Context: an optimization exercise on an open-source flow, tuned for small area. The choices shown serve that exercise and are no tape-out recipe.
In this exercise RTL edits were held to simulation tests only and were not proved equivalent to the original.
The clock port is modelled as an ideal driver; clocking choices that lean on that would not hold on a real chip.
Power is estimated from default activity; no workload was simulated.

### flow/run.sh
#!/bin/bash
# The standard layout (standard.sh), with the smallest buffer on the ports and a lighter
# clock tree: clkbuf_4 clock buffers, those with a slow clock edge at their flip-flops
# upsized after CTS (fixclk.tcl).
set -euo pipefail
here="$(cd "$(dirname "$0")" && pwd)"
export BUFFER_PORTS_ARGS="-buffer_cell sky130_fd_sc_hd__buf_1"
export CTS_ARGS="-sink_clustering_enable -repair_clock_nets -buf_list sky130_fd_sc_hd__clkbuf_4 -dont_use_dummy_load"
export POST_CTS_TCL="$here/fixclk.tcl"
bash standard.sh > standard.log 2>&1
### flow/fixclk.tcl
# Run after CTS (POST_CTS_TCL): upsize each clock buffer whose flip-flops would see a
# slow clock edge to clkbuf_8, then legalize the placement again.
estimate_parasitics -placement
set slow_drivers {}
foreach pin [all_registers -clock_pins -edge_triggered] {
  set worst 0
  foreach edge {rise fall} {
    foreach analysis {min max} {
      set s [get_property $pin slew_${analysis}_$edge]
      if {$s > $worst} { set worst $s }
    }
  }
  if {$worst > 0.110} {
    foreach drv [get_pins -of_objects [get_nets -of_objects $pin] -filter "direction==output"] {
      lappend slow_drivers [get_cells -of_objects $drv]
    }
  }
}
set n 0
foreach inst [lsort -unique $slow_drivers] {
  set master [get_property $inst ref_name]
  if {[string match sky130_fd_sc_hd__clkbuf_* $master] && $master ne "sky130_fd_sc_hd__clkbuf_8"} {
    replace_cell $inst sky130_fd_sc_hd__clkbuf_8
    incr n
  }
}
puts "fixclk: upsized $n clock buffers"
detailed_placement
estimate_parasitics -placement
### standard.sh
#!/bin/bash
# synth_recipe.tcl (not shown) runs the flow's synth.tcl, then flattens the netlist and writes it again
# the make line also repeats each setting of config.mk as NAME=value (left out here)
make -C /OpenROAD-flow-scripts/flow DESIGN_CONFIG=/design/flow/config.mk WORK_HOME=/design/flow/orfs CLKGATE_MAP_FILE= SYNTH_SCRIPT=/design/flow/synth_recipe.tcl "${@:-finish}"
### config.mk
export PLATFORM = sky130hd
export DESIGN_NAME = quad_disc_root
export DESIGN_NICKNAME = quad_disc_root
export VERILOG_FILES = /design/flow/design.v
export SDC_FILE = /design/flow/constraint.sdc
export NUM_CORES = 4
export LEC_CHECK = 0
export ABC_AREA = 1
export CAP_MARGIN = 20
export CORE_MARGIN = 2
export CORE_UTILIZATION = 60
export SLEW_MARGIN = 20
### constraint.sdc
create_clock -name core_clock -period 13.5 [get_ports {CLK}]
set_input_delay 2.7000 -clock core_clock [delete_from_list [all_inputs] [get_ports {CLK}]]
set_output_delay 2.7000 -clock core_clock [all_outputs]
set_load 0.01 [all_outputs]
### design.v
package quad_pkg;
   localparam int W_IN_DEF   = 16;
   localparam int W_DISC_DEF = 2*W_IN_DEF + 2;
   localparam int W_ROOT_DEF = W_IN_DEF + 1;
   localparam logic [1:0] ST_NONE   = 2'd0;
   localparam logic [1:0] ST_DOUBLE = 2'd1;
   localparam logic [1:0] ST_TWO    = 2'd2;
   localparam logic [1:0] ST_DEGEN  = 2'd3;
endpackage
module quad_isqrt #(
   parameter int W_ROOT = quad_pkg::W_ROOT_DEF,
   parameter int WA     = W_ROOT + 2
) (
   input  logic              mul_i,      
   input  logic              pbit_i,     
   input  logic              sub_i,      
   input  logic [W_ROOT-1:0] y_i,        
   input  logic              neg_i,      
   input  logic [1:0]        pair_i,     
   output logic [WA-1:0]     addend_o,
   output logic              cin_o
);
   logic [WA-1:0] y;
   logic          pbit, sub;
   always_comb begin
      y    = {{(WA-W_ROOT){mul_i & y_i[W_ROOT-1]}}, y_i};
      pbit = ~mul_i | pbit_i;
      sub  = mul_i ? sub_i : ~neg_i;
      addend_o = {WA{pbit}} & (y ^ {WA{sub}});
      cin_o    = mul_i ? (pbit_i & sub_i) : (pair_i != 2'b00);
   end
endmodule
module quad_disc_root #(
   parameter int W_IN   = quad_pkg::W_IN_DEF,
   parameter int W_DISC = 2*W_IN + 2,
   parameter int W_ROOT = W_IN + 1
) (
   input  logic                     CLK,
   input  logic                     RST,
   input  logic                     START,
   input  logic signed [W_IN-1:0]   A,
   input  logic signed [W_IN-1:0]   B,
   input  logic signed [W_IN-1:0]   C,
   output logic                     BUSY,
   output logic                     DONE,
   output logic signed [W_DISC-1:0] DISC,
   output logic        [W_ROOT-1:0] SQRT,
   output logic                     EXACT,
   output logic        [1:0]        ST
);
   localparam int WA = W_ROOT + 2;           
   localparam int WL = W_IN + 3;             
   localparam int WH = W_DISC - W_IN;        
   logic              run_q, done_q, skip_q;
   logic [5:0]        cnt_q;
   logic [W_ROOT-1:0] ar_q;     
   logic [W_IN-1:0]   br_q;     
   logic [WA-1:0]     acc_q;    
   logic [WL-1:0]     lo_q;     
   logic [W_DISC-1:0] disc_q;
   logic [W_ROOT-1:0] sqrt_q;
   logic              exact_q;
   logic [1:0]        st_q;
   logic              accept, mul, fin, half, mul_end, ar_zero, dneg;
   logic              pbit, sub, cin;
   logic [4:0]        k;
   logic [WA-1:0]     addend, sum;
   logic [1:0]        pair;
   logic [W_DISC-1:0] dcur;
   function automatic logic [WA-1:0] add_rc(input logic [WA-1:0] x, input logic [WA-1:0] y,
                                            input logic ci);
      logic c;
      c = ci;
      for (int i = 0; i < WA; i++) begin
         add_rc[i] = x[i] ^ y[i] ^ c;
         c         = (x[i] & y[i]) | (c & (x[i] ^ y[i]));
      end
   endfunction
   function automatic logic [5:0] inc6(input logic [5:0] x);
      logic c;
      c = 1'b1;
      for (int i = 0; i < 6; i++) begin
         inc6[i] = x[i] ^ c;
         c       = x[i] & c;
      end
   endfunction
   assign accept  = START & ~run_q;
   assign k       = cnt_q[5:1];
   assign half    = cnt_q[0];
   assign mul     = (cnt_q < 6'd36);
   assign fin     = run_q & (cnt_q == 6'd53);
   assign mul_end = (cnt_q == 6'd35);
   always_comb begin
      for (int i = 0; i < W_IN; i++) dcur[WH+i] = br_q[(i + 2) % W_IN];
      for (int m = 0; m < WH; m++)   dcur[m]    = lo_q[(2*m + 3 + 4*17) % WL];
   end
   assign dneg    = dcur[W_DISC-1];
   assign ar_zero = (ar_q == '0);
   assign pair    = (cnt_q < 6'd44 ? br_q[W_IN-1 -: 2] : {lo_q[12], lo_q[10]}) & {2{~skip_q}};
   assign pbit = half ? lo_q[0] : (~k[4] & ar_q[k[3:0]]);
   assign sub  = half ? (k != 5'd17) : (k == 5'd15);
   quad_isqrt #(.W_ROOT(W_ROOT), .WA(WA)) u_sel (
      .mul_i    (mul),
      .pbit_i   (pbit),
      .sub_i    (sub),
      .y_i      (ar_q),
      .neg_i    (acc_q[WA-1]),
      .pair_i   (pair),
      .addend_o (addend),
      .cin_o    (cin)
   );
   assign sum = add_rc(acc_q, addend, cin);
   logic [WL-1:0] c_slots;
   always_comb begin
      c_slots = '0;
      for (int j = 2; j <= 8; j++) c_slots[2*j+1] = C[j-2];
      for (int i = 0; i <= 8; i++) c_slots[2*i]   = C[7+i];
   end
   logic s_ld, s_b, s_c, s_end, s_r;
   assign s_ld  = accept;
   assign s_b   = ~accept & mul & ~half;
   assign s_c   = ~accept & mul & half & ~mul_end;
   assign s_end = ~accept & mul_end;
   assign s_r   = ~accept & ~mul;
   always_ff @(posedge CLK) begin
      ar_q  <= ({W_ROOT{s_ld}} & {B[W_IN-1], B})
             | ({W_ROOT{s_b | s_c}} & {br_q[W_IN-1], br_q})
             | ({W_ROOT{s_r}} & {ar_q[W_ROOT-2:0], ~sum[WA-1]});
      br_q  <= ({W_IN{s_ld}} & A)
             | ({W_IN{s_b | s_c}} & ar_q[W_IN-1:0])
             | ({W_IN{s_end}} & sum[W_IN:1])
             | ({W_IN{s_r}} & {br_q[W_IN-3:0], br_q[W_IN-1 -: 2]});
      acc_q <= ({WA{s_b}} & sum)
             | ({WA{s_c}} & {sum[WA-1], sum[WA-1:1]})
             | ({WA{s_r}} & {sum[WA-3:0], pair[1] ^ ~pair[0], ~pair[0]});
      lo_q  <= ({WL{s_ld}} & c_slots)
             | ({WL{~s_ld & mul}} & {half ? sum[0] : lo_q[0], lo_q[WL-1:1]})
             | ({WL{s_r}} & {lo_q[WL-5:0], lo_q[WL-1 -: 4]});
      if (s_end) skip_q <= ar_zero | sum[W_IN];
   end
   always_ff @(posedge CLK) begin
      cnt_q <= accept ? '0 : inc6(cnt_q);
      run_q <= ~RST & (accept | (run_q & ~fin));
   end
   logic o_ld, o_hold;
   logic [1:0] st_n;
   logic       exact_n;
   assign o_ld   = fin & ~RST;
   assign o_hold = ~fin & ~RST;
   assign st_n    = dneg ? quad_pkg::ST_NONE : skip_q ? quad_pkg::ST_DEGEN :
                    ar_zero ? quad_pkg::ST_DOUBLE : quad_pkg::ST_TWO;
   assign exact_n = ~skip_q & ((acc_q == '0) | (acc_q == ~{1'b0, ar_q, 1'b0}));
   always_ff @(posedge CLK) begin
      done_q  <= o_ld;
      disc_q  <= ({W_DISC{o_ld}} & dcur)    | ({W_DISC{o_hold}} & disc_q);
      sqrt_q  <= ({W_ROOT{o_ld}} & ar_q)    | ({W_ROOT{o_hold}} & sqrt_q);
      exact_q <= (o_ld & exact_n)           | (o_hold & exact_q);
      st_q    <= ({2{o_ld}} & st_n)         | ({2{o_hold}} & st_q);
   end
   assign BUSY  = run_q;
   assign DONE  = done_q;
   assign DISC  = disc_q;
   assign SQRT  = sqrt_q;
   assign EXACT = exact_q;
   assign ST    = st_q;
endmodule
==> flow_metrics.env, run 1 <==
export IMPL_start_util=0.625
export IMPL_core_region_area_mm2=0.00986
export IMPL_grt_start_max_net_pins=58
export IMPL_synthArstFlopShare=0
export IMPL_worstHoldStart="st_q[0]"
export IMPL_path_clk_slew_ns=0.09
export IMPL_drc=0
export IMPL_r2r_start="cnt_q[1]"
export IMPL_setup_viol=0
export IMPL_tightest_slew_ns=1.11
export IMPL_overflow=0
export IMPL_hold_viol=0
export IMPL_final_cell_mix="nand2_1, dfxtp_1, buf_1, nor2_1, inv_1"
export IMPL_yosysWarnings=2
export IMPL_syn_area_mm2=0.00616
export IMPL_synth_flop_cell="dfxtp_1"
export IMPL_slew_viol_final=0
export IMPL_timing_worst_setup_path_type="reg2reg"
export IMPL_pwr_density_cell_mw_per_mm2=158
export IMPL_vias=5983
export IMPL_fin_crit_ns=10.11
export IMPL_synth_seq_cells=134
export IMPL_syn_nets=859
export IMPL_peakVddDrop_mv=0.0877
export IMPL_die_h_um=105
export IMPL_drive_gt1_frac=0.0594
export IMPL_crit_path_max_incr_delay_ns=0.56
export IMPL_antennaDiodeCount=0
export IMPL_io_buffers=106
export IMPL_antenna_found_initial=0
export IMPL_cts_tree="yes"
export IMPL_grt_pass1_vias=5481
export IMPL_wl_per_cell_um=18.5
export IMPL_synth_avg_cell_area_um2=7.86
export IMPL_die_area_mm2=0.0111
export IMPL_power_leakage_nw=2.74
export IMPL_cp_common_cell="fa_1"
export IMPL_final_common_cell="nand2_1"
export IMPL_critPathTopFamily="adder cells"
export IMPL_min_period_over_period=0.749
export IMPL_routed_wl_mm=18.6
export IMPL_r2r_setup_slack_ns=3.39
export IMPL_r2r_end="ar_q[0]"
export IMPL_place_congestion=0.986
export IMPL_start_kind="register"
export IMPL_finalNetCount=952
export IMPL_crit_buf_inv=3
export IMPL_synth_distinct_cells=40
export IMPL_arrival_ns=10.59
export IMPL_ant_nets=0
export IMPL_ys_seq_area_frac=0.437
export IMPL_rsz0062_at_grt="false"
export IMPL_insertion_delay_ns=0.55
export IMPL_drv_cap=0
export IMPL_clock_sinks=134
export IMPL_reg2reg_depth=32
export IMPL_finalPower_mw=1.06
export IMPL_viasPerCell=5.94
export IMPL_startpoint="cnt_q[1]"
export IMPL_dp_hpwl_mm=13.8
export IMPL_grt_pass1_wl_mm=29.4
export IMPL_hold_class="reg2reg"
export IMPL_hold_depth=1
export IMPL_fp_dieW_um=105
export IMPL_tns_ns=0
export IMPL_finClkSkew_ns=0.0380
export IMPL_syn_inst=784
export IMPL_io_pins=107
export IMPL_synth_edff_count=1
export IMPL_crit_path_end_kind="register"
export IMPL_cp_max_fo=17
export IMPL_drt_iter0_markers=869
export IMPL_max_freq_ghz=0.0989
export IMPL_whs_endpoint="st_q[0]"
export IMPL_status="timing/DRC/antenna clean"
export IMPL_track_usage=0.342
export IMPL_area_growth_pct=9.16
export IMPL_row_count=36
export IMPL_drt_pass1_iterations=8
export IMPL_slew_headroom=0.257
export IMPL_crit_path_top_delay_cell="dfxtp_1"
export IMPL_required_ns=13.98
kinds of logic (layout without fill, tap and decap cells):
logic type,Yosys count,in the layout,synth area share
adder cells (fa/ha/maj),24,24,0.0707
XOR/XNOR,8,8,0.0114
AO/OA/AOI/OAI,110,110,0.124
flip-flops,134,134,0.437
buffers and inverters,88,179,0.0617
AND/OR/NAND/NOR,420,420,0.295
cell type report:
type / instances / area [um^2]
sequential: 134 / 2690
clock buffer: 17 / 146
inverter: 53 / 199
tap: 133 / 166
timing repair buffer: 109 / 420
multi-input combinational: 562 / 3100
fill: 866 / 3140
registers in the layout, summed over array words and instances (netlist names):
signal and flops:
acc_q 19, ar_q 17, br_q 16, cnt_q 6, disc_q 34, done_q 1, exact_q 1, lo_q 19
run_q 1, skip_q 1, sqrt_q 17, st_q 2
synth_stat cells, types with 2 or more instances:
cell type    n  share of area
nor2_1      61          0.037
nand2_1    261           0.16
nor2_4       2         0.0037
o22ai_1      3         0.0030
nor3_2      11          0.018
fa_1        18          0.058
nand3_1     40          0.032
nor4_1       5         0.0051
nor2_2       4         0.0041
inv_1       45          0.027
dfxtp_1    133           0.43
nor3_1      11         0.0089
a22o_1      24          0.034
ha_1         6          0.012
buf_6        2         0.0037
a21oi_1      6         0.0049
o21ai_0     35          0.028
a22oi_1      2         0.0024
buf_2       16          0.013
o2111ai_1    4         0.0057
o211ai_1    28          0.034
nand2_2      2         0.0020
clkbuf_1    12         0.0073
inv_2        8         0.0049
o221ai_1     2         0.0028
buf_4        4         0.0049
xor2_1       3         0.0043
xnor2_1      5         0.0071
o21a_1       2         0.0024
nand4_1     19          0.019
power breakdown:
part | switching, mW | internal [mW] | total [mW]
combinational | 0.225 | 0.124 | 0.350
sequential | 0.0699 | 0.448 | 0.517
clock | 0.127 | 0.0667 | 0.194
total | 0.422 | 0.639 | 1.06
worst max-delay path by stage:
stage                      endpoint  slack, ns  cells past startpoint
after floorplan           acc_q[17]       4.16                     29
after global placement    acc_q[18]       3.53                     29
after detailed placement    ar_q[0]       3.46                     32
final                       ar_q[0]       3.39                     32
after global routing      acc_q[18]       2.87                     31
per-stage QoR:
step / cell area, um^2 / setup slack, ns / hold slack [ns] / utilization / cells
finish: 6730 / 3.39 / 0.464 / 0.682 / 1008
global route: 6730 / 2.87 / 0.492 / 0.682 / 1008
detailed placement: 6580 / 3.46 / 0.444 / 0.667 / 991
global placement: 6580 / 3.53 / 0.434 / 0.667 / 991
floorplan: 6160 / 4.16 / 0.446 / - / 784
layer usage:
metal	GRT usage	up-vias	wire length [um]
met5	0	-	0
met3	0.0816	36	2240
met4	0.0886	0	344
met2	0.505	373	8050
met1	0.503	2807	7990
li1	-	2767	-
==> run 2, diff against run 1 <==
==> flow/run.sh (replaced) <==
#!/bin/bash
# The standard layout (standard.sh) with three changes:
#  - synthesis maps the combinational logic with an area-oriented abc script (synth.tcl,
#    area.abc); everything else in it is the standard synthesis;
#  - the smallest buffer (buf_1) on the ports;
#  - a lighter clock tree: clkbuf_4 clock buffers, those with a slow clock edge at their
#    flip-flops upsized after CTS (fixclk.tcl).
set -euo pipefail
here="$(cd "$(dirname "$0")" && pwd)"
export MY_ABC_SCRIPT="$here/area.abc"
export BUFFER_PORTS_ARGS="-buffer_cell sky130_fd_sc_hd__buf_1"
export CTS_ARGS="-sink_clustering_enable -repair_clock_nets -buf_list sky130_fd_sc_hd__clkbuf_4 -dont_use_dummy_load"
export POST_CTS_TCL="$here/fixclk.tcl"
bash standard.sh SYNTH_SCRIPT="$here/synth.tcl" synth > synth.log 2>&1
bash standard.sh > standard.log 2>&1
==> flow/area.abc (new file) <==
strash
dc2
dch -f
amap
topo
==> flow/synth.tcl (new file) <==
# synth_recipe.tcl (the standard synthesis), except that abc maps the combinational
# logic with an area-oriented script (area.abc, named by MY_ABC_SCRIPT) instead of
# ORFS's abc_area.script. Flip-flops are mapped before abc, so they are unchanged.
proc synth {args} { yosys synth -nofsm -noshare {*}$args }
proc abc {args} {
  set i [lsearch -exact $args -script]
  if {$i >= 0} { lset args [expr {$i + 1}] $::env(MY_ABC_SCRIPT) }
  yosys abc {*}$args
}
source $::env(SCRIPTS_DIR)/synth.tcl
# left out here: clear keep_hierarchy, flatten, clean up, hide names made inside functions, write 1_2_yosys.v
==> run 2 against run 1 <==
Against the previous run: cell area shrank 6.3%; via count shrank 11%; clock skew shrank 0.0021 ns; combinational power shrank 7.1%; global-route usage shrank 1.2 points; still clean; die area shrank 10%; maximum frequency shrank 4.9%; synthesized cell count shrank 28%; register-to-register slack lost 0.52 ns; non-clock buffer count grew 7; largest power group unchanged; clock power shrank 3%.
==> flow_metrics.env, run 2 <==
export IMPL_status="timing/DRC/antenna clean"
export IMPL_crit_path_top_delay_cell="fa_1"
export IMPL_peakVddDrop_mv=0.0824
export IMPL_synth_commonest_cells="dfxtp_1, clkinv_1, o21ai_0, nand2_1"
export IMPL_synth_top_family_by_area="compound AO/OA/AOI/OAI gates"
export IMPL_viasPerCell=6.59
export IMPL_tns_ns=0
export IMPL_required_ns=13.88
export IMPL_synth_xor_area_frac=0
export IMPL_antennaDiodeCount=0
export IMPL_yosysMostFrequentCell="dfxtp_1"
export IMPL_yosysWarnings=2
export IMPL_area_growth_pct=14.5
export IMPL_cp_depth=31
export IMPL_ant_nets=0
export IMPL_die_area_mm2=0.00995
export IMPL_timing_worst_setup_path_type="reg2reg"
export IMPL_max_freq_ghz=0.0941
export IMPL_cp_endpoint="ar_q[0]"
export IMPL_syn_area_mm2=0.00550
export IMPL_clock_sinks=134
export IMPL_ys_top_cells_by_area="dfxtp_1, a222oi_1, fa_1, o21ai_0, clkinv_1"
export IMPL_synthArstFlopShare=0
export IMPL_grt_pass1_wl_mm=25.6
export IMPL_dp_hpwl_mm=11.2
export IMPL_synth_seq_cells=134
export IMPL_synth_flop_cell="dfxtp_1"
export IMPL_power_leakage_nw=2.28
export IMPL_yosys_area_share_adder=0.0791
export IMPL_start_kind="register"
export IMPL_crit_path_end_kind="register"
export IMPL_reg2reg_depth=31
export IMPL_hold_viol=0
export IMPL_tightest_slew_ns=0.885
export IMPL_worstHoldStart="disc_q[22]"
export IMPL_track_usage=0.331
export IMPL_r2r_end="ar_q[0]"
export IMPL_overflow=0
export IMPL_largest_reg_flops=34
export IMPL_cp_max_fo=18
export IMPL_syn_nets=642
export IMPL_finClkSkew_ns=0.0359
export IMPL_slew_viol_final=0
export IMPL_final_cell_mix="dfxtp_1, buf_1, clkinv_1, o21ai_0, nand2_1"
export IMPL_routed_wl_mm=16.2
export IMPL_fp_dieW_um=99.8
export IMPL_cp_common_cell="fa_1"
export IMPL_io_pins=107
export IMPL_syn_inst=567
export IMPL_synth_avg_cell_area_um2=9.71
export IMPL_setup_viol=0
export IMPL_wl_per_cell_um=20.0
export IMPL_rsz0062_at_grt="false"
export IMPL_synthMuxAreaShare=0
export IMPL_antenna_found_initial=0
export IMPL_crit_buf_inv=3
export IMPL_vias=5321
export IMPL_drv_cap=0
export IMPL_pwr_density_cell_mw_per_mm2=163
export IMPL_path_clk_slew_ns=0.08
export IMPL_synthSimpleGateAreaFrac=0.0875
export IMPL_fin_crit_ns=10.63
export IMPL_crit_path_max_incr_delay_ns=0.45
export IMPL_drt_pass1_iterations=8
export IMPL_final_common_cell="dfxtp_1"
export IMPL_grt_start_max_net_pins=58
export IMPL_fin_ws_ns=2.87
export IMPL_drive_gt1_frac=0.0429
export IMPL_critPathTopFamily="adder cells"
export IMPL_arrival_ns=11.01
export IMPL_insertion_delay_ns=0.52
export IMPL_r2r_setup_slack_ns=2.87
export IMPL_io_buffers=106
export IMPL_ys_seq_area_frac=0.489
export IMPL_row_count=34
export IMPL_core_region_area_mm2=0.00881
export IMPL_startpoint="cnt_q[1]"
export IMPL_finalNetCount=777
export IMPL_drc=0
export IMPL_finalPower_mw=1.02
export IMPL_reg_top3="disc_q: 34 flops, acc_q: 19 flops, lo_q: 19 flops"
export IMPL_cts_tree="yes"
export IMPL_synth_compound_area_frac=0.286
export IMPL_place_congestion=0.948
export IMPL_slew_headroom=0.406
export IMPL_min_period_over_period=0.787
export IMPL_start_util=0.625
export IMPL_synth_top_area_share=0.484
export IMPL_synth_edff_count=1
export IMPL_grt_pass1_vias=4896
export IMPL_drt_iter0_markers=628
export IMPL_yosysTopAreaCell="dfxtp_1"
export IMPL_top_register="disc_q"
export IMPL_synth_distinct_cells=30
export IMPL_r2r_start="cnt_q[1]"
export IMPL_pre_cts_ws_ns=2.97
export IMPL_hold_class="reg2reg"
export IMPL_die_h_um=99.8
[run 2: layer usage]
metal  GRT usage  vias up  routed length [um]
met5           0        -                   0
met4       0.105        0                 282
met3      0.0696       29                1710
met2       0.492      313                7210
met1       0.485     2546                6950
li1            -     2433                   -
[run 2: worst register-to-register path: cells and delay by family, from the launching register on]
kind | cells | cell delay [ns]
buffers and inverters | 3 | 0.56
and+or+nand+nor | 2 | 0.17
adders and majority gates | 18 | 7.76
AOI/OAI and AO/OA | 8 | 1.58
DFF | 1 | 0.43
[run 2: power breakdown]
group,leakage (nW),internal (mW),switching [mW]
Combinational,1.09,0.127,0.198
Clock,0.0860,0.0669,0.121
Sequential,1.10,0.448,0.0638
[run 2: cells by family (layout without fill, tap and decap cells)]
| family | Yosys count | in the layout |
|---|---|---|
| AOI/OAI and AO/OA | 209 | 209 |
| adders and majority gates | 24 | 24 |
| buffers and inverters | 85 | 218 |
| DFF | 134 | 134 |
| and+or+nand+nor | 115 | 115 |
[run 2: cell type report]
type,instances,area (um^2)
sequential,134,2690
multi-input combinational,348,2510
inverter,85,319
fill,706,2510
tap,108,135
clock buffer,17,146
timing repair buffer,116,493
[run 2: through the flow]
step | hold WS [ns] | cells | util | instance area (um^2)
final | 0.458 | 808 | 0.715 | 6300
after global routing | 0.487 | 808 | 0.715 | 6300
after detailed placement | 0.441 | 790 | 0.696 | 6130
after global placement | 0.431 | 790 | 0.696 | 6130
after floorplan | 0.443 | 567 | - | 5500
[run 2: worst min-delay path by stage]
| stage | end | cells past startpoint |
|---|---|---|
| 2_1_floorplan | br_q[14] | 2 |
| 5_1_grt | disc_q[0] | 2 |
| 6_report | disc_q[22] | 2 |
| 3_3_place_gp | sqrt_q[10] | 2 |
| 3_5_place_dp | disc_q[18] | 2 |
==> run 3, diff against run 2 <==
--- a/design.v
+++ b/design.v
@@ -51,7 +51,7 @@
    localparam int WA = W_ROOT + 2;           
    localparam int WL = W_IN + 3;             
    localparam int WH = W_DISC - W_IN;        
-   logic              run_q, done_q, skip_q;
+   logic              run_q, done_q, skip_q, rz_q;
    logic [5:0]        cnt_q;
    logic [W_ROOT-1:0] ar_q;     
    logic [W_IN-1:0]   br_q;     
@@ -137,6 +137,7 @@
              | ({WL{~s_ld & mul}} & {half ? sum[0] : lo_q[0], lo_q[WL-1:1]})
              | ({WL{s_r}} & {lo_q[WL-5:0], lo_q[WL-1 -: 4]});
       if (s_end) skip_q <= ar_zero | sum[W_IN];
+      rz_q <= ((acc_q == '0) | rz_q) & (pair == 2'b00);
    end
    always_ff @(posedge CLK) begin
       cnt_q <= accept ? '0 : inc6(cnt_q);
@@ -149,13 +150,13 @@
    assign o_hold = ~fin & ~RST;
    assign st_n    = dneg ? quad_pkg::ST_NONE : skip_q ? quad_pkg::ST_DEGEN :
                     ar_zero ? quad_pkg::ST_DOUBLE : quad_pkg::ST_TWO;
-   assign exact_n = ~skip_q & ((acc_q == '0) | (acc_q == ~{1'b0, ar_q, 1'b0}));
+   assign exact_n = ~skip_q & ((acc_q == '0) | rz_q);
    always_ff @(posedge CLK) begin
       done_q  <= o_ld;
-      disc_q  <= ({W_DISC{o_ld}} & dcur)    | ({W_DISC{o_hold}} & disc_q);
-      sqrt_q  <= ({W_ROOT{o_ld}} & ar_q)    | ({W_ROOT{o_hold}} & sqrt_q);
-      exact_q <= (o_ld & exact_n)           | (o_hold & exact_q);
-      st_q    <= ({2{o_ld}} & st_n)         | ({2{o_hold}} & st_q);
+      disc_q  <= (({W_DISC{fin}} & dcur)    | ({W_DISC{~fin}} & disc_q)) & {W_DISC{~RST}};
+      sqrt_q  <= (({W_ROOT{fin}} & ar_q)    | ({W_ROOT{~fin}} & sqrt_q)) & {W_ROOT{~RST}};
+      exact_q <= ((fin & exact_n)           | (~fin & exact_q)) & ~RST;
+      st_q    <= (({2{fin}} & st_n)         | ({2{~fin}} & st_q)) & {2{~RST}};
    end
    assign BUSY  = run_q;
    assign DONE  = done_q;
--- a/config.mk
+++ b/config.mk
@@ -6,7 +6,7 @@
 export NUM_CORES = 4
 export LEC_CHECK = 0
 export ABC_AREA = 1
-export CAP_MARGIN = 20
+export CAP_MARGIN = 0
 export CORE_MARGIN = 2
 export CORE_UTILIZATION = 60
-export SLEW_MARGIN = 20
+export SLEW_MARGIN = 0
==> run 3 against run 2 <==
Against the previous run: still clean on timing, DRC and antenna; power fell by 3.9%; via count shrank 7.2%; cell area fell by 3.0%; synthesized cell count shrank 5.6%; die area fell by 2.9%; clock-buffer cell count did not move; sequential share of layout area up 1.6 points; clock power about the same; flip-flop and latch count rose by 1; non-clock buffer count stayed put; routed wire length decreased by 7.6%; register-to-register slack improved by 0.17 ns; critical path type unchanged; critical endpoint unchanged; highest routed layer unchanged.
==> flow_metrics.env, run 3 <==
export IMPL_status="timing/DRC/antenna clean"
export IMPL_row_count=34
export IMPL_overflow=0
export IMPL_combPwrFrac=0.303
export IMPL_p_switching_mw=0.350
export IMPL_dp_hpwl_mm=10.5
export IMPL_routed_wl_mm=14.9
export IMPL_drc=0
export IMPL_slew_headroom=0.387
export IMPL_finClkSkew_ns=0.0286
export IMPL_multiInputGateArea_mm2=0.00235
export IMPL_cp_max_fo=18
export IMPL_max_freq_ghz=0.0956
export IMPL_synth_seq_cells=135
export IMPL_io_buffers=106
export IMPL_fillCellCount=724
export IMPL_fp_dieW_um=98.3
export IMPL_vias=4939
export IMPL_drt_pass1_iterations=10
export IMPL_drv_cap=0
export IMPL_core_region_area_mm2=0.00868
export IMPL_grt_start_max_net_pins=58
export IMPL_antennaDiodeCount=0
export IMPL_r2r_end="ar_q[0]"
export IMPL_synth_flop_cell="dfxtp_1"
export IMPL_tns_ns=0
export IMPL_slew_viol_final=0
export IMPL_clock_sinks=135
export IMPL_yosysMostFrequentCell="dfxtp_1"
export IMPL_wl_per_cell_um=19.2
export IMPL_synth_distinct_cells=31
export IMPL_crit_path_end_kind="register"
export IMPL_yosysTopAreaCell="dfxtp_1"
export IMPL_tightest_slew_ns=0.914
export IMPL_die_h_um=98.3
export IMPL_insertion_delay_ns=0.52
export IMPL_track_usage=0.315
export IMPL_final_cell_mix="dfxtp_1, buf_1, clkinv_1, o21ai_0, nand2_1"
export IMPL_crit_path_max_incr_delay_ns=0.44
export IMPL_power_frac_clock=0.188
export IMPL_grt_pass1_wl_mm=24.1
export IMPL_final_seq_area_mm2=0.00271
export IMPL_peakVddDrop_mv=0.0901
export IMPL_power_leakage_nw=2.22
export IMPL_hold_viol=0
export IMPL_cts_tree="yes"
export IMPL_min_period_over_period=0.775
export IMPL_ys_top_cells_by_area="dfxtp_1, a222oi_1, fa_1, o21ai_0, clkinv_1"
export IMPL_final_area_mm2=0.00611
export IMPL_startpoint="cnt_q[2]"
export IMPL_required_ns=13.90
export IMPL_synth_avg_cell_area_um2=9.98
export IMPL_reg_top3="disc_q: 34 flops, acc_q: 19 flops, lo_q: 19 flops"
export IMPL_timing_worst_setup_path_type="reg2reg"
export IMPL_ant_nets=0
export IMPL_holdWs_ns=0.457
export IMPL_r2r_setup_slack_ns=3.04
export IMPL_finalNetCount=745
export IMPL_drive_gt1_frac=0.0449
export IMPL_io_pins=107
export IMPL_top_register="disc_q"
export IMPL_pwr_share_seq=0.509
export IMPL_setup_viol=0
export IMPL_p_int_mw=0.635
export IMPL_hold_class="reg2reg"
export IMPL_placed_cell_area_mm2=0.00596
export IMPL_yosysWarnings=2
export IMPL_rsz0062_at_grt="false"
export IMPL_synth_top_area_share=0.502
export IMPL_largest_reg_flops=34
export IMPL_synth_commonest_cells="dfxtp_1, clkinv_1, o21ai_0, nand2_1, a222oi_1"
export IMPL_place_congestion=0.955
export IMPL_synthArstFlopShare=0
export IMPL_start_util=0.615
export IMPL_pwr_density_cell_mw_per_mm2=161
export IMPL_grt_pass1_vias=4739
export IMPL_crit_path_top_delay_cell="dfxtp_1"
export IMPL_viasPerCell=6.36
export IMPL_syn_inst=535
export IMPL_final_common_cell="dfxtp_1"
export IMPL_antenna_found_initial=0
export IMPL_r2r_start="cnt_q[2]"
export IMPL_cp_endpoint="ar_q[0]"
export IMPL_path_clk_slew_ns=0.09
export IMPL_arrival_ns=10.86
export IMPL_fin_crit_ns=10.46
export IMPL_switching_share=0.355
export IMPL_die_area_mm2=0.00967
export IMPL_area_growth_pct=14.5
export IMPL_cp_common_cell="fa_1"
export IMPL_ys_seq_area_frac=0.508
export IMPL_drt_iter0_markers=574
export IMPL_reg2reg_depth=34
export IMPL_syn_nets=610
export IMPL_synth_edff_count=1
export IMPL_syn_area_mm2=0.00534
export IMPL_start_kind="register"
[run 3: changes by cell type after synthesis, moves of 4 or more]
cell / before / now
nor2_1: 40 / 25
clkinv_1: 85 / 78
a2111oi_0: 5 / 1
a222oi_1: 40 / 36
nor3_1: 1 / 5
[run 3: area by class of cell]
cell class / instances / area share
Multi-Input combinational cell: 322 / 0.385
Timing Repair Buffer: 116 / 0.0774
Clock buffer: 17 / 0.0240
Sequential cell: 135 / 0.444
Tap cell: 108 / 0.0221
Inverter: 78 / 0.0479
[run 3: cells by family (layout without fill, tap and decap cells)]
| family | count (synthesis) | after routing | synth area share |
|---|---|---|---|
| adders and majority gates | 24 | 24 | 0.0816 |
| AOI/OAI and AO/OA | 197 | 197 | 0.274 |
| DFF | 135 | 135 | 0.508 |
| buffers and inverters | 78 | 211 | 0.0548 |
| and+or+nand+nor | 101 | 101 | 0.0813 |
[run 3: how the worst min path moves through the flow]
stage / from / endpoint / depth (start not counted)
after floorplan: lo_q[0] / lo_q[18] / 2
after global placement: disc_q[33] / disc_q[33] / 2
after detailed placement: sqrt_q[15] / sqrt_q[15] / 2
after global routing: disc_q[30] / disc_q[30] / 2
final: sqrt_q[1] / sqrt_q[1] / 2
[run 3: metrics by stage]
stage	util	setup WS [ns]	total power [mW]	std cells
after floorplan	-	2.91	0.695	535
after detailed placement	0.687	3.06	0.797	759
final	0.704	3.04	0.985	776
after global placement	0.687	3.16	0.795	759
after global routing	0.704	2.54	1.04	776
[run 3: metal layers]
layer / wire length [um] / vias up / track usage / part of all wire
li1: - / 2288 / - / -
met1: 6290 / 2360 / 0.415 / 0.42
met2: 7060 / 257 / 0.507 / 0.47
met3: 1230 / 34 / 0.0694 / 0.083
met4: 344 / 0 / 0.128 / 0.023
met5: 0 / - / 0 / 0
[run 3: power groups by stage]
| stage | combinational, mW | clock, mW | sequential, mW |
|---|---|---|---|
| final | 0.298 | 0.186 | 0.501 |
| after global placement | 0.287 | 0 | 0.508 |
| after detailed placement | 0.288 | 0 | 0.509 |
| after floorplan | 0.204 | 0 | 0.491 |
| after global routing | 0.327 | 0.204 | 0.506 |
[run 3: worst max-delay path, delay by kind of cell, from the launching register on]
kind            cells  cell delay, ns
simple gates        5            0.62
flops               1            0.44
compound gates      6            0.79
fa+ha+maj          18            7.68
buf+inv             5            0.82
==> run 4, diff against run 3 <==
--- a/config.mk
+++ b/config.mk
@@ -6,7 +6,7 @@
 export NUM_CORES = 4
 export LEC_CHECK = 0
 export ABC_AREA = 1
-export CAP_MARGIN = 0
+export CAP_MARGIN = 20
 export CORE_MARGIN = 2
 export CORE_UTILIZATION = 60
-export SLEW_MARGIN = 0
+export SLEW_MARGIN = 20
==> run 4 against run 3 <==
Against the previous run: routed wire length unchanged; sequential power about the same; power unchanged; flip-flop and latch count unchanged; worst hold slack unchanged; worst setup slack unchanged; critical path depth unchanged; first-iteration DRC count unchanged; largest cell class unchanged.
==> flow_metrics.env, run 4 <==
export IMPL_routed_wl_mm=14.9
export IMPL_largest_reg_flops=34
export IMPL_arrival_ns=10.86
export IMPL_synthArstFlopShare=0
export IMPL_min_period_over_period=0.775
export IMPL_die_area_mm2=0.00967
export IMPL_vias=4939
export IMPL_power_leakage_nw=2.22
export IMPL_reg_top3="disc_q: 34 flops, acc_q: 19 flops, lo_q: 19 flops"
export IMPL_antenna_found_initial=0
export IMPL_drive_gt1_frac=0.0449
export IMPL_synth_top_area_share=0.502
export IMPL_drv_cap=0
export IMPL_cp_max_fo=18
export IMPL_grt_pass1_vias=4739
export IMPL_fin_crit_ns=10.46
export IMPL_slew_viol_final=0
export IMPL_tightest_slew_ns=0.914
export IMPL_top_register="disc_q"
export IMPL_dp_cells=759
export IMPL_tns_ns=0
export IMPL_final_common_cell="dfxtp_1"
export IMPL_dp_hpwl_mm=10.5
export IMPL_clock_sinks=135
export IMPL_start_util=0.615
export IMPL_syn_inst=535
export IMPL_cp_common_cell="fa_1"
export IMPL_peakVddDrop_mv=0.0901
export IMPL_critPathTopFamily="adder cells"
export IMPL_io_buffers=106
export IMPL_path_clk_slew_ns=0.09
export IMPL_timing_worst_setup_path_type="reg2reg"
export IMPL_yosysTopAreaCell="dfxtp_1"
export IMPL_hold_viol=0
export IMPL_holdWs_ns=0.457
export IMPL_required_ns=13.90
export IMPL_grt_start_max_net_pins=58
export IMPL_io_pins=107
export IMPL_ant_nets=0
export IMPL_drc=0
export IMPL_crit_buf_inv=5
export IMPL_synth_edff_count=1
export IMPL_area_growth_pct=14.5
export IMPL_drt_pass1_iterations=10
export IMPL_stdcell_count=776
export IMPL_crit_path_max_incr_delay_ns=0.44
export IMPL_drt_iter0_markers=574
export IMPL_core_region_area_mm2=0.00868
export IMPL_ys_top_cells_by_area="dfxtp_1, a222oi_1, fa_1, o21ai_0, clkinv_1"
export IMPL_synth_avg_cell_area_um2=9.98
export IMPL_track_usage=0.315
export IMPL_antennaDiodeCount=0
export IMPL_crit_path_top_delay_cell="dfxtp_1"
export IMPL_fp_dieW_um=98.3
export IMPL_start_kind="register"
export IMPL_final_cell_mix="dfxtp_1, buf_1, clkinv_1, o21ai_0, nand2_1"
export IMPL_finClkSkew_ns=0.0286
export IMPL_synth_commonest_cells="dfxtp_1, clkinv_1, o21ai_0, nand2_1, a222oi_1"
export IMPL_rsz0062_at_grt="false"
export IMPL_grt_pass1_wl_mm=24.1
export IMPL_setup_viol=0
export IMPL_post_route_util=0.704
export IMPL_wl_per_cell_um=19.2
export IMPL_hold_class="reg2reg"
export IMPL_pwr_density_cell_mw_per_mm2=161
export IMPL_cts_tree="yes"
export IMPL_slew_headroom=0.387
export IMPL_synth_flop_cell="dfxtp_1"
export IMPL_synth_seq_cells=135
export IMPL_crit_path_end_kind="register"
export IMPL_max_freq_ghz=0.0956
export IMPL_status="timing/DRC/antenna clean"
export IMPL_fillCellCount=724
export IMPL_syn_area_mm2=0.00534
export IMPL_row_count=34
export IMPL_synth_distinct_cells=31
export IMPL_finalNetCount=745
export IMPL_insertion_delay_ns=0.52
export IMPL_yosysMostFrequentCell="dfxtp_1"
export IMPL_place_congestion=0.955
export IMPL_syn_nets=610
export IMPL_overflow=0
export IMPL_ys_seq_area_frac=0.508
export IMPL_viasPerCell=6.36
export IMPL_die_h_um=98.3
export IMPL_yosysWarnings=2
==> run 4: per-stage QoR <==
| stage | cell area (um^2) | power, mW | worst slack [ns] |
|---|---|---|---|
| finish | 6110 | 0.985 | 3.04 |
| global route | 6110 | 1.04 | 2.54 |
| detailed placement | 5960 | 0.797 | 3.06 |
| global placement | 5960 | 0.795 | 3.16 |
| floorplan | 5340 | 0.695 | 2.91 |
==> run 4: worst register-to-register path: cells and delay by family, from the launching register on <==
family	cells	cell delay (ns)
buffers and inverters	5	0.82
adder cells (fa/ha/maj)	18	7.69
AO/OA/AOI/OAI	6	0.80
flip-flops	1	0.44
AND/OR/NAND/NOR	5	0.62
==> run 4: final cells by class <==
type	instances	area, um^2	area share
well taps	108	135	0.0221
clock buffers	17	146	0.0240
repair buffers	116	473	0.0774
flip-flops and latches	135	2710	0.444
inverters	78	293	0.0479
multi-input cells	322	2350	0.385
==> run 4: kinds of logic after synthesis <==
| group | Yosys count | share of synthesized area |
|---|---|---|
| fa+ha+maj | 24 | 0.0816 |
| flops | 135 | 0.508 |
| compound gates | 197 | 0.274 |
| simple gates | 101 | 0.0813 |
| buf+inv | 78 | 0.0548 |
==> run 4: power by group <==
part / total, mW / switching [mW] / internal, mW
clock network: 0.186 / 0.119 / 0.0668
logic: 0.298 / 0.181 / 0.118
registers: 0.501 / 0.0505 / 0.450
total: 0.985 / 0.350 / 0.635
==> run 4: path summary, 6_finish.rpt <==
path	startpoint	to	slack, ns	cells past startpoint
max	cnt_q[2]	ar_q[0]	3.04	34
min	sqrt_q[1]	sqrt_q[1]	0.46	2
max reg2reg	cnt_q[2]	ar_q[0]	3.04	34
min reg2reg	sqrt_q[1]	sqrt_q[1]	0.46	2
==> run 4: routing by layer <==
layer,GRT usage,share of wire,up-vias
li1,-,-,2288
met1,0.415,0.42,2360
met2,0.507,0.47,257
met3,0.0694,0.083,34
met4,0.128,0.023,0
met5,0,0,-
==> run 5, diff against run 4 <==
--- a/design.v
+++ b/design.v
@@ -52,11 +52,14 @@
    localparam int WL = W_IN + 3;             
    localparam int WH = W_DISC - W_IN;        
    logic              run_q, done_q, skip_q, rz_q;
-   logic [5:0]        cnt_q;
-   logic [W_ROOT-1:0] ar_q;     
-   logic [W_IN-1:0]   br_q;     
-   logic [WA-1:0]     acc_q;    
-   logic [WL-1:0]     lo_q;     
+   logic [5:0]        cnt_q, cntn_q;
+   logic [W_ROOT-1:0] ar_q, arn_q;     
+   logic [W_IN-1:0]   br_q;            
+   logic [WA-1:0]     acc_q;           
+   logic [WL-1:0]     lo_q, lon_q;     
+   assign cnt_q = ~cntn_q;
+   assign ar_q  = ~arn_q;
+   assign lo_q  = ~lon_q;
    logic [W_DISC-1:0] disc_q;
    logic [W_ROOT-1:0] sqrt_q;
    logic              exact_q;
@@ -123,9 +126,9 @@
    assign s_end = ~accept & mul_end;
    assign s_r   = ~accept & ~mul;
    always_ff @(posedge CLK) begin
-      ar_q  <= ({W_ROOT{s_ld}} & {B[W_IN-1], B})
+      arn_q <= ~(({W_ROOT{s_ld}} & {B[W_IN-1], B})
              | ({W_ROOT{s_b | s_c}} & {br_q[W_IN-1], br_q})
-             | ({W_ROOT{s_r}} & {ar_q[W_ROOT-2:0], ~sum[WA-1]});
+             | ({W_ROOT{s_r}} & {ar_q[W_ROOT-2:0], ~sum[WA-1]}));
       br_q  <= ({W_IN{s_ld}} & A)
              | ({W_IN{s_b | s_c}} & ar_q[W_IN-1:0])
              | ({W_IN{s_end}} & sum[W_IN:1])
@@ -133,14 +136,14 @@
       acc_q <= ({WA{s_b}} & sum)
              | ({WA{s_c}} & {sum[WA-1], sum[WA-1:1]})
              | ({WA{s_r}} & {sum[WA-3:0], pair[1] ^ ~pair[0], ~pair[0]});
-      lo_q  <= ({WL{s_ld}} & c_slots)
+      lon_q <= ~(({WL{s_ld}} & c_slots)
              | ({WL{~s_ld & mul}} & {half ? sum[0] : lo_q[0], lo_q[WL-1:1]})
-             | ({WL{s_r}} & {lo_q[WL-5:0], lo_q[WL-1 -: 4]});
+             | ({WL{s_r}} & {lo_q[WL-5:0], lo_q[WL-1 -: 4]}));
       if (s_end) skip_q <= ar_zero | sum[W_IN];
       rz_q <= ((acc_q == '0) | rz_q) & (pair == 2'b00);
    end
    always_ff @(posedge CLK) begin
-      cnt_q <= accept ? '0 : inc6(cnt_q);
+      cntn_q <= ~(accept ? '0 : inc6(cnt_q));
       run_q <= ~RST & (accept | (run_q & ~fin));
    end
    logic o_ld, o_hold;
==> run 5 against run 4 <==
Against the previous run: power barely moved; die area fell by 2.1%; combinational power fell by 3%; clock skew rose by 0.0078 ns; highest routed layer unchanged; largest cell class unchanged; global-route usage rose by 0.22 points; first-iteration DRC count rose by 19%; sequential power rose by 0.8%; flip-flop and latch count did not move; final cell count fell by 3.2%.
==> flow_metrics.env, run 5 <==
export IMPL_status="timing/DRC/antenna clean"
export IMPL_synth_commonest_cells="dfxtp_1, o21ai_0, clkinv_1, nand2_1, a222oi_1"
export IMPL_arrival_ns=11.15
export IMPL_power_frac_clock=0.193
export IMPL_p_int_mw=0.635
export IMPL_drive_gt1_frac=0.0467
export IMPL_finalPower_mw=0.985
export IMPL_max_freq_ghz=0.0927
export IMPL_finClkSkew_ns=0.0364
export IMPL_cp_max_fo=18
export IMPL_final_cell_mix="dfxtp_1, buf_1, o21ai_0, clkinv_1, nand2_1"
export IMPL_viasPerCell=6.54
export IMPL_hold_class="reg2reg"
export IMPL_cp_common_cell="fa_1"
export IMPL_syn_nets=586
export IMPL_core_region_area_mm2=0.00859
export IMPL_drt_pass1_iterations=8
export IMPL_start_kind="register"
export IMPL_antenna_found_initial=0
export IMPL_slew_viol_final=0
export IMPL_reg_top3="disc_q: 34 flops, acc_q: 19 flops, lon_q: 19 flops"
export IMPL_die_h_um=97.3
export IMPL_combPwrFrac=0.295
export IMPL_required_ns=13.86
export IMPL_timing_worst_setup_path_type="reg2reg"
export IMPL_synth_seq_cells=135
export IMPL_io_buffers=106
export IMPL_drt_iter0_markers=682
export IMPL_yosysTopAreaCell="dfxtp_1"
export IMPL_hold_viol=0
export IMPL_wl_per_cell_um=19.8
export IMPL_largest_reg_flops=34
export IMPL_min_period_over_period=0.799
export IMPL_yosysMostFrequentCell="dfxtp_1"
export IMPL_crit_path_end_kind="register"
export IMPL_finalNetCount=720
export IMPL_die_area_mm2=0.00947
export IMPL_drv_cap=0
export IMPL_overflow=0
export IMPL_dp_cells=733
export IMPL_rsz0062_at_grt="false"
export IMPL_peakVddDrop_mv=0.0901
export IMPL_tns_ns=0
export IMPL_crit_path_top_delay_cell="a2111oi_0"
export IMPL_final_common_cell="dfxtp_1"
export IMPL_tightest_slew_ns=0.824
export IMPL_ys_seq_area_frac=0.519
export IMPL_clock_sinks=135
export IMPL_synth_edff_count=1
export IMPL_place_congestion=0.919
export IMPL_synth_top_area_share=0.514
export IMPL_grt_pass1_wl_mm=23.8
export IMPL_routed_wl_mm=14.9
export IMPL_synth_distinct_cells=33
export IMPL_switching_share=0.356
export IMPL_crit_path_max_incr_delay_ns=0.62
export IMPL_stdcell_count=751
export IMPL_final_area_mm2=0.00600
export IMPL_fillCellCount=717
export IMPL_pre_cts_ws_ns=2.86
export IMPL_pwr_density_cell_mw_per_mm2=164
export IMPL_multiInputGateArea_mm2=0.00231
export IMPL_track_usage=0.317
export IMPL_io_pins=107
export IMPL_synth_flop_cell="dfxtp_1"
export IMPL_path_clk_slew_ns=0.09
export IMPL_synth_avg_cell_area_um2=10.2
export IMPL_placed_cell_area_mm2=0.00583
export IMPL_grt_start_max_net_pins=54
export IMPL_pwr_share_seq=0.512
export IMPL_fp_dieW_um=97.3
export IMPL_grt_pass1_vias=4574
export IMPL_fin_crit_ns=10.79
export IMPL_ant_nets=0
export IMPL_slew_headroom=0.447
export IMPL_start_util=0.608
export IMPL_dp_hpwl_mm=10.5
export IMPL_synthArstFlopShare=0
export IMPL_power_leakage_nw=2.17
export IMPL_p_switching_mw=0.350
export IMPL_syn_area_mm2=0.00522
export IMPL_insertion_delay_ns=0.51
export IMPL_setup_viol=0
export IMPL_antennaDiodeCount=0
export IMPL_final_seq_area_mm2=0.00271
export IMPL_row_count=34
export IMPL_fin_ws_ns=2.71
export IMPL_top_register="disc_q"
export IMPL_drc=0
export IMPL_ys_top_cells_by_area="dfxtp_1, a222oi_1, fa_1, o21ai_0, clkinv_1"
export IMPL_vias=4912
export IMPL_yosysWarnings=2
export IMPL_area_growth_pct=14.9
export IMPL_syn_inst=511
export IMPL_cts_tree="yes"
## run 5: final cells by class
type	count	area share
Clock buffer	17	0.0244
Multi-Input combinational cell	318	0.385
Timing Repair Buffer	115	0.0796
Sequential cell	135	0.452
Inverter	58	0.0363
Tap cell	108	0.0225
## run 5: metal layers
layer  GRT usage  up-vias  share of wire
met4      0.0801        0          0.014
met5           0        -              0
met2       0.474      299           0.44
li1            -     2242              -
met1       0.467     2350           0.44
met3      0.0777       21           0.11
## run 5: final timing paths
check	slack (ns)	cells after the start	end	from
max	2.71	29	acc_q[18]	cntn_q[1]
min	0.41	1	cntn_q[0]	cntn_q[0]
max reg2reg	2.71	29	acc_q[18]	cntn_q[1]
min reg2reg	0.41	1	cntn_q[0]	cntn_q[0]
## run 5: cells by family (layout without fill, tap and decap cells)
| logic type | count (synthesis) | in the layout | synth area share |
|---|---|---|---|
| buffers and inverters | 58 | 190 | 0.0417 |
| flip-flops | 135 | 135 | 0.519 |
| adder cells (fa/ha/maj) | 24 | 24 | 0.0834 |
| AO/OA/AOI/OAI | 204 | 204 | 0.281 |
| AND/OR/NAND/NOR | 90 | 90 | 0.0743 |
## run 5: critical path: cells and delay by family, from the launching register on
kind | cells | cell delay [ns]
adder cells (fa/ha/maj) | 18 | 7.74
AO/OA/AOI/OAI | 7 | 1.57
flip-flops | 1 | 0.60
buffers and inverters | 2 | 0.56
AND/OR/NAND/NOR | 2 | 0.20
## run 5: power groups by stage
| stage | Sequential, mW | Clock (mW) | Combinational (mW) |
|---|---|---|---|
| 2_1_floorplan | 0.493 | 0 | 0.199 |
| 3_3_place_gp | 0.512 | 0 | 0.277 |
| 3_5_place_dp | 0.512 | 0 | 0.279 |
| 5_1_grt | 0.512 | 0.206 | 0.317 |
| 6_report | 0.505 | 0.190 | 0.290 |
## run 5: through the flow
| stage | hold slack, ns | utilization |
|---|---|---|
| finish | 0.412 | 0.698 |
| global route | 0.447 | 0.698 |
| detailed placement | 0.395 | 0.679 |
| global placement | 0.400 | 0.679 |
| floorplan | 0.375 | - |
==> run 6, diff against run 5 <==
==> flow/area.abc (replaced) <==
strash
dc2
dch -f
amap -F 4
topo
==> run 6 against run 5 <==
Against the previous run: routed wire length fell by 0.84%; sequential share of layout area is essentially flat; flip-flop and latch count is the same; synthesized cell count shrank 2.2%; first-iteration DRC count down 7.2%; register-to-register slack worse by 0.04 ns; power increased by 3.4%; clock power about the same; critical endpoint is now arn_q[0]; largest cell class unchanged; largest power group unchanged.
==> flow_metrics.env, run 6 <==
export IMPL_die_area_mm2=0.00943
export IMPL_pwr_share_seq=0.499
export IMPL_startpoint="cntn_q[1]"
export IMPL_die_h_um=97.1
export IMPL_p_switching_mw=0.368
export IMPL_rsz0062_at_grt="false"
export IMPL_max_freq_ghz=0.0923
export IMPL_r2r_setup_slack_ns=2.67
export IMPL_synth_seq_cells=135
export IMPL_synth_flop_cell="dfxtp_1"
export IMPL_setup_viol=0
export IMPL_ant_nets=0
export IMPL_drt_iter0_markers=633
export IMPL_place_congestion=0.987
export IMPL_wl_per_cell_um=20.0
export IMPL_syn_inst=500
export IMPL_io_pins=107
export IMPL_ys_top_cells_by_area="dfxtp_1, a222oi_1, fa_1, o21ai_0, clkinv_1"
export IMPL_antenna_found_initial=0
export IMPL_pwr_density_cell_mw_per_mm2=170
export IMPL_grt_start_max_net_pins=53
export IMPL_overflow=0
export IMPL_viasPerCell=6.63
export IMPL_start_kind="register"
export IMPL_hold_viol=0
export IMPL_status="timing/DRC/antenna clean"
export IMPL_slew_headroom=0.334
export IMPL_io_buffers=106
export IMPL_arrival_ns=11.24
export IMPL_syn_area_mm2=0.00520
export IMPL_clock_sinks=135
export IMPL_worstHoldStart="cntn_q[0]"
export IMPL_finClkSkew_ns=0.0317
export IMPL_tns_ns=0
export IMPL_dp_cells=719
export IMPL_dp_hpwl_mm=10.5
export IMPL_whs_endpoint="cntn_q[0]"
export IMPL_fin_crit_ns=10.83
export IMPL_start_util=0.626
export IMPL_final_area_mm2=0.00600
export IMPL_reg2reg_depth=30
export IMPL_finalNetCount=709
export IMPL_grt_pass1_wl_mm=23.8
export IMPL_crit_path_max_incr_delay_ns=0.56
export IMPL_switching_share=0.361
export IMPL_combPwrFrac=0.314
export IMPL_cts_tree="yes"
export IMPL_timing_worst_setup_path_type="reg2reg"
export IMPL_antennaDiodeCount=0
export IMPL_ys_seq_area_frac=0.522
export IMPL_synthArstFlopShare=0
export IMPL_synth_avg_cell_area_um2=10.4
export IMPL_tightest_slew_ns=0.991
export IMPL_crit_path_top_delay_cell="dfxtp_1"
export IMPL_r2r_end="arn_q[0]"
export IMPL_synth_top_area_share=0.516
export IMPL_grt_pass1_vias=4546
export IMPL_track_usage=0.318
export IMPL_vias=4888
export IMPL_fp_dieW_um=97.1
export IMPL_crit_path_end_kind="register"
export IMPL_drt_pass1_iterations=8
export IMPL_peakVddDrop_mv=0.0983
export IMPL_p_int_mw=0.651
export IMPL_row_count=33
export IMPL_power_leakage_nw=2.16
export IMPL_synth_edff_count=1
export IMPL_slew_viol_final=0
export IMPL_hold_class="reg2reg"
export IMPL_core_region_area_mm2=0.00830
export IMPL_yosysWarnings=2
export IMPL_hold_depth=1
export IMPL_cp_common_cell="fa_1"
export IMPL_top_register="disc_q"
export IMPL_min_period_over_period=0.802
export IMPL_insertion_delay_ns=0.53
export IMPL_largest_reg_flops=34
export IMPL_required_ns=13.91
export IMPL_path_clk_slew_ns=0.09
export IMPL_stdcell_count=737
export IMPL_placed_cell_area_mm2=0.00582
export IMPL_yosysTopAreaCell="dfxtp_1"
export IMPL_yosysMostFrequentCell="dfxtp_1"
export IMPL_drv_cap=0
export IMPL_synth_distinct_cells=30
export IMPL_syn_nets=575
export IMPL_final_common_cell="dfxtp_1"
export IMPL_reg_top3="disc_q: 34 flops, acc_q: 19 flops, lon_q: 19 flops"
export IMPL_finalPower_mw=1.02
export IMPL_cp_max_fo=18
export IMPL_area_growth_pct=15.4
export IMPL_drive_gt1_frac=0.0475
export IMPL_r2r_start="cntn_q[1]"
export IMPL_drc=0
export IMPL_power_frac_clock=0.187
export IMPL_routed_wl_mm=14.8
export IMPL_synth_commonest_cells="dfxtp_1, clkinv_1, o21ai_0, a222oi_1, nand2_1"
export IMPL_final_cell_mix="dfxtp_1, buf_1, clkinv_1, o21ai_0, a222oi_1"
run 6: cell count changes after synthesis, moves of 3 or more:
cell,delta
a222oi_1,+8
o21ai_0,-8
nand2_1,-7
a22oi_1,-5
o22ai_1,+5
a22o_1,+4
nor4_1,+3
run 6: metrics by stage:
step | utilization | setup WS (ns) | hold slack (ns)
2_1_floorplan | - | 2.97 | 0.375
3_3_place_gp | 0.701 | 2.96 | 0.407
3_5_place_dp | 0.701 | 2.75 | 0.407
5_1_grt | 0.723 | 2.10 | 0.464
6_report | 0.723 | 2.67 | 0.430
run 6: power groups by stage:
stage	combinational, mW	clock (mW)	sequential [mW]
floorplan	0.219	0	0.495
global placement	0.302	0	0.515
detailed placement	0.308	0	0.515
global route	0.350	0.206	0.515
finish	0.320	0.191	0.508
run 6: worst max-delay path by stage:
| stage | end | depth (start not counted) | slack (ns) |
|---|---|---|---|
| floorplan | arn_q[0] | 29 | 2.97 |
| global placement | arn_q[0] | 31 | 2.96 |
| detailed placement | arn_q[0] | 31 | 2.75 |
| global route | acc_q[17] | 32 | 2.10 |
| finish | arn_q[0] | 30 | 2.67 |
run 6: area by class of cell:
cell class                 instances  area, um^2
fill                             682        2300
sequential                       135        2710
timing repair buffer             115         485
clock buffer                      17         153
tap                              105         131
multi-input combinational        307        2300
inverter                          58         218
run 6: worst max-delay path, delay by kind of cell, from the launching register on:
family                   cells  cell delay [ns]
adder cells (fa/ha/maj)     18             7.74
flip-flops                   1             0.56
AND/OR/NAND/NOR              2             0.31
AO/OA/AOI/OAI                6             1.14
buffers and inverters        4             0.99
run 6: cells by family (layout without fill, tap and decap cells):
| group | after synthesis | in the layout | synth area share |
|---|---|---|---|
| AO/OA/AOI/OAI | 202 | 202 | 0.284 |
| flip-flops | 135 | 135 | 0.522 |
| AND/OR/NAND/NOR | 81 | 81 | 0.0681 |
| buffers and inverters | 58 | 190 | 0.0419 |
| adder cells (fa/ha/maj) | 24 | 24 | 0.0838 |
run 6: per-layer routing:
| layer | track usage | wire, um | vias up |
|---|---|---|---|
| met5 | 0 | 0 | - |
| met4 | 0.0769 | 142 | 0 |
| met3 | 0.0835 | 1700 | 23 |
| met2 | 0.471 | 6570 | 302 |
| met1 | 0.467 | 6340 | 2340 |
| li1 | - | - | 2223 |

afterwards: timing with drivers on the ports:
In the flow no input, the clock included, has a driving cell. The finished layouts below were timed again as built, in two steps. Step 1, drivers: a clkbuf_16 drives CLK and a buf_2 each remaining input, both assumed. Step 2 adds t to the input delays and takes it off the output delays; t is the mean of the earliest and latest rising clock arrival at the registers after step 1. Input paths then give back, and output paths get back, about the clock's delay inside the block. Three values: ideal ports, drivers, drivers and shift; two values: the first two.
run | t, ns | setup slack, ns | clock arrival spread, ns | worst register clock-pin slew, ns | pins driven straight from the clock port
run 1 | 0.567 | 3.389 / 3.389 / 3.389 | 0.038 / 0.038 | 0.11 / 0.11 | 1
run 2 | 0.533 | 2.870 / 2.870 / 2.870 | 0.036 / 0.036 | 0.11 / 0.11 | 1
run 3 | 0.533 | 3.043 / 3.043 / 3.043 | 0.029 / 0.028 | 0.10 / 0.10 | 1
run 4 | 0.533 | 3.043 / 3.043 / 3.043 | 0.029 / 0.028 | 0.10 / 0.10 | 1
run 5 | 0.520 | 2.709 / 2.709 / 2.709 | 0.038 / 0.038 | 0.11 / 0.11 | 1
run 6 | 0.544 | 2.669 / 2.669 / 2.669 | 0.033 / 0.033 | 0.10 / 0.10 | 1
After both steps every run listed still meets setup and hold.
